This design comes from an exercise in tuning for small area on the open sky130 flow, not from production work.
At most, simulation tests tie the RTL to the original design; equivalence was not proved.

== P ==
==> flow/design.v (excerpt) <==
module scene_fetch (
  input  logic                 clk,
  input  logic                 reset,
  input  logic                 start,
  input  logic [31:0]          base_addr,
  output logic                 avm_m0_read,
  output logic [31:0]          avm_m0_address,
  output logic [1:0]           avm_m0_byteenable,
  input  logic                 avm_m0_waitrequest,
  input  logic [15:0]          avm_m0_readdata,
  input  logic                 avm_m0_readdatavalid,
  output logic [191:0]         o_ray,
  output logic                 o_ray_valid,
  output logic [287:0]         o_tri,
  output logic [31:0]          o_tri_index,
  output logic                 o_tri_valid,
  input  logic                 i_tri_ready,
  output logic                 o_tri_last,
  output logic [31:0]          o_tri_cnt,
  output logic                 o_busy,
  output logic                 o_done
);
For scale: roughly 590 flip-flops, ~640 I/O pins, about 20000 um^2 of cells after synthesis.
==> module scene_fetch, before the edit <==
module scene_fetch (
  input  logic                 clk,
  input  logic                 reset,
  input  logic                 start,
  input  logic [31:0]          base_addr,
  output logic                 avm_m0_read,
  output logic [31:0]          avm_m0_address,
  output logic [1:0]           avm_m0_byteenable,
  input  logic                 avm_m0_waitrequest,
  input  logic [15:0]          avm_m0_readdata,
  input  logic                 avm_m0_readdatavalid,
  output logic [191:0]         o_ray,
  output logic                 o_ray_valid,
  output logic [287:0]         o_tri,
  output logic [31:0]          o_tri_index,
  output logic                 o_tri_valid,
  input  logic                 i_tri_ready,
  output logic                 o_tri_last,
  output logic [31:0]          o_tri_cnt,
  output logic                 o_busy,
  output logic                 o_done
);
  rt_pkg::fetch_state_e state_q;
  logic [287:0] rec_q;
  logic [191:0] ray_q;
  logic [31:0]  cnt_q, idx_q, idx_inc, cnt_new;
  logic [4:0]   rec_len;
  logic         idle, fetching, hold, last_hw, is_last, last_q, load;
  assign idle     = (state_q == rt_pkg::StIdle0) || (state_q == rt_pkg::StIdle1);
  assign hold     = (state_q == rt_pkg::StHold);
  assign fetching = (state_q == rt_pkg::StRay) || (state_q == rt_pkg::StCnt) || (state_q == rt_pkg::StTri);
  assign load     = idle && start;
  logic [31:0] idx_c;
  always_comb begin
    idx_c[0] = 1'b1;
    for (int i = 1; i < 32; i++) idx_c[i] = idx_c[i-1] & idx_q[i-1];
  end
  assign idx_inc  = idx_q ^ idx_c;
  assign is_last  = (idx_inc == cnt_q);
  assign cnt_new  = {avm_m0_readdata, rec_q[287:272]};
  always_comb begin
    unique case (state_q)
      rt_pkg::StRay: rec_len = 5'(rt_pkg::RAY_HWORDS);
      rt_pkg::StCnt: rec_len = 5'(rt_pkg::CNT_HWORDS);
      default:       rec_len = 5'(rt_pkg::TRI_HWORDS);
    endcase
  end
  avm_read_issuer u_issuer (
    .clk           (clk),
    .load_i        (load),
    .load_addr_i   (base_addr),
    .active_i      (fetching),
    .rec_len_i     (rec_len),
    .rsp_i         (avm_m0_readdatavalid),
    .waitrequest_i (avm_m0_waitrequest),
    .read_o        (avm_m0_read),
    .address_o     (avm_m0_address),
    .rec_done_o    (last_hw)
  );
  always_ff @(posedge clk) begin
    last_q <= is_last;
    if (avm_m0_readdatavalid) rec_q <= {avm_m0_readdata, rec_q[287:16]};
    if (avm_m0_readdatavalid && state_q == rt_pkg::StRay) ray_q <= {avm_m0_readdata, ray_q[191:16]};
    if (load) idx_q <= '0;
    else if (hold && i_tri_ready) idx_q <= idx_inc;
  end
  always_ff @(posedge clk) begin
    if (!reset) begin
      state_q <= rt_pkg::StIdle0;
      cnt_q   <= '0;
    end else begin
      unique case (state_q)
        rt_pkg::StIdle0, rt_pkg::StIdle1: if (start) begin
          state_q <= rt_pkg::StRay;
          cnt_q   <= '0;
        end
        rt_pkg::StRay: if (last_hw) state_q <= rt_pkg::StCnt;
        rt_pkg::StCnt: if (last_hw) begin
          cnt_q   <= cnt_new;
          state_q <= (cnt_new == 32'd0) ? rt_pkg::StDone : rt_pkg::StTri;
        end
        rt_pkg::StTri: if (last_hw) state_q <= rt_pkg::StHold;
        rt_pkg::StHold: if (i_tri_ready) state_q <= last_q ? rt_pkg::StDone : rt_pkg::StTri;
        rt_pkg::StDone: state_q <= rt_pkg::StIdle1;
        default: state_q <= rt_pkg::StIdle0;
      endcase
    end
  end
  assign avm_m0_byteenable = 2'b11;
  assign o_ray       = ray_q;
  assign o_ray_valid = (state_q != rt_pkg::StIdle0) && (state_q != rt_pkg::StRay);
  assign o_tri       = rec_q;
  assign o_tri_index = idx_q;
  assign o_tri_valid = hold;
  assign o_tri_last  = last_q;
  assign o_tri_cnt   = cnt_q;
  assign o_busy      = !idle;
  assign o_done      = (state_q == rt_pkg::StDone);
endmodule
clock: 10.0 ns
lec_check: 0
cap_margin: 20
core_margin: 2
core_utilization: 60
slew_margin: 20
buffer_ports_args: -buffer_cell sky130_fd_sc_hd__buf_1
cts_args: -sink_clustering_enable -repair_clock_nets -dont_use_dummy_load -root_buf sky130_fd_sc_hd__clkbuf_16 -buf_list sky130_fd_sc_hd__clkbuf_8 -sink_clustering_size 20 -sink_clustering_max_diameter 50
standard.sh (not shown) runs the stock make flow with config.mk's settings and CLKGATE_MAP_FILE= SYNTH_SCRIPT=/design/flow/synth_recipe.tcl, a recipe that flattens the netlist after the stock synthesis.
==> flow/flow/run.sh <==
#!/bin/bash
# The standard layout (standard.sh) with these changes:
# - synthesis maps logic with an area-oriented ABC script (flow/area.abc); the rest of the
#   synthesis, and so every register, is the standard one;
# - ports get the smallest buffer (buf_1) instead of the one buffer_ports picks by default;
# - CTS uses smaller clock buffers, larger sink clusters and no dummy loads.
set -eo pipefail
here=$(pwd)
cfg="${FLOW_CONFIG:-config.mk}"
cat >> "$cfg" <<'EOF'
export BUFFER_PORTS_ARGS = -buffer_cell sky130_fd_sc_hd__buf_1
export CTS_ARGS = -sink_clustering_enable -repair_clock_nets -dont_use_dummy_load -root_buf sky130_fd_sc_hd__clkbuf_16 -buf_list sky130_fd_sc_hd__clkbuf_8 -sink_clustering_size 20 -sink_clustering_max_diameter 50
EOF
export AREA_ABC_SCRIPT="$here/flow/area.abc"
{ head -n 1 synth_recipe.tcl; cat flow/abc_override.tcl; tail -n +2 synth_recipe.tcl; } > flow_synth.tcl
sed "s#SYNTH_SCRIPT=[^ ]*#SYNTH_SCRIPT=$here/flow_synth.tcl#" standard.sh > flow_standard.sh
grep -q "SYNTH_SCRIPT=$here/flow_synth.tcl" flow_standard.sh
bash flow_standard.sh > standard.log 2>&1
==> flow/flow/abc_override.tcl <==
# Technology mapping with an area-oriented ABC script (flow/area.abc) instead of ORFS's
# speed script; everything else in the synthesis is the standard one.
proc abc {args} {
  set out {}
  for {set i 0} {$i < [llength $args]} {incr i} {
    set a [lindex $args $i]
    if {$a eq "-script"} { incr i; lappend out -script $::env(AREA_ABC_SCRIPT); continue }
    if {$a eq "-D"} { incr i; continue }
    lappend out $a
  }
  yosys abc {*}$out
}
==> flow/flow/area.abc <==
strash
dch -f
amap
topo
The following lists how Q was set up differently from P:
--- a/flow/design.v
+++ b/flow/design.v
@@ -80,5 +80,5 @@
   logic [31:0]  cnt_q, idx_q, idx_inc, cnt_new;
   logic [4:0]   rec_len;
-  logic         idle, fetching, hold, last_hw, is_last, last_q, load;
+  logic         idle, fetching, hold, last_hw, is_last, load;
   assign idle     = (state_q == rt_pkg::StIdle0) || (state_q == rt_pkg::StIdle1);
   assign hold     = (state_q == rt_pkg::StHold);
@@ -113,5 +113,4 @@
   );
   always_ff @(posedge clk) begin
-    last_q <= is_last;
     if (avm_m0_readdatavalid) rec_q <= {avm_m0_readdata, rec_q[287:16]};
     if (avm_m0_readdatavalid && state_q == rt_pkg::StRay) ray_q <= {avm_m0_readdata, ray_q[191:16]};
@@ -135,5 +134,5 @@
         end
         rt_pkg::StTri: if (last_hw) state_q <= rt_pkg::StHold;
-        rt_pkg::StHold: if (i_tri_ready) state_q <= last_q ? rt_pkg::StDone : rt_pkg::StTri;
+        rt_pkg::StHold: if (i_tri_ready) state_q <= is_last ? rt_pkg::StDone : rt_pkg::StTri;
         rt_pkg::StDone: state_q <= rt_pkg::StIdle1;
         default: state_q <= rt_pkg::StIdle0;
@@ -147,5 +146,5 @@
   assign o_tri_index = idx_q;
   assign o_tri_valid = hold;
-  assign o_tri_last  = last_q;
+  assign o_tri_last  = is_last;
   assign o_tri_cnt   = cnt_q;
   assign o_busy      = !idle;
Notes after the runs:
Arrival time reported for the critical path endpoint for Q: 0.03 ns up relative to P. Changes observed in Q relative to P: worst hold margin rose 0.011 ns, register-to-register slack went down 0.40 ns. Post-route cell area deteriorates in Q relative to P. Relative to P, worst-case reg-to-reg path depth has increased by about 18% in Q. Setup slack in Q is smaller than in P. P and Q ended up with nearly the same post-synthesis instance area.
Only the layout flow was run in Q; the RTL was not checked for function there.

==> port drivers added, routing unchanged <==
The results above use ideal ports. As a check the final layouts listed here were re-extracted and re-timed, cells and wires unchanged.
Step 1 assumes that a clkbuf_16 drives the clock port and a buf_2 every other input.
Step 2 moves the port delays by t, midway between the first and last clock arrival at a register: inputs arrive t later, outputs are due t later. That takes back most of the time a late clock gives input paths.
a / b / c = no drivers / after step 1 / after step 2; a / b = the first two.
| run | shift t [ns] | setup slack, ns | worst setup path after step 2 | clock arrival spread, ns | pins driven straight from the clock port |
|---|---|---|---|---|---|
| P | 0.553 | 2.709 / 2.709 / 2.709 | register to register | 0.067 / 0.068 | 1 |
| Q | 0.566 | 0.276 / 0.221 / 0.787 | register to output | 0.073 / 0.074 | 1 |
After both steps every run listed still meets setup and hold.
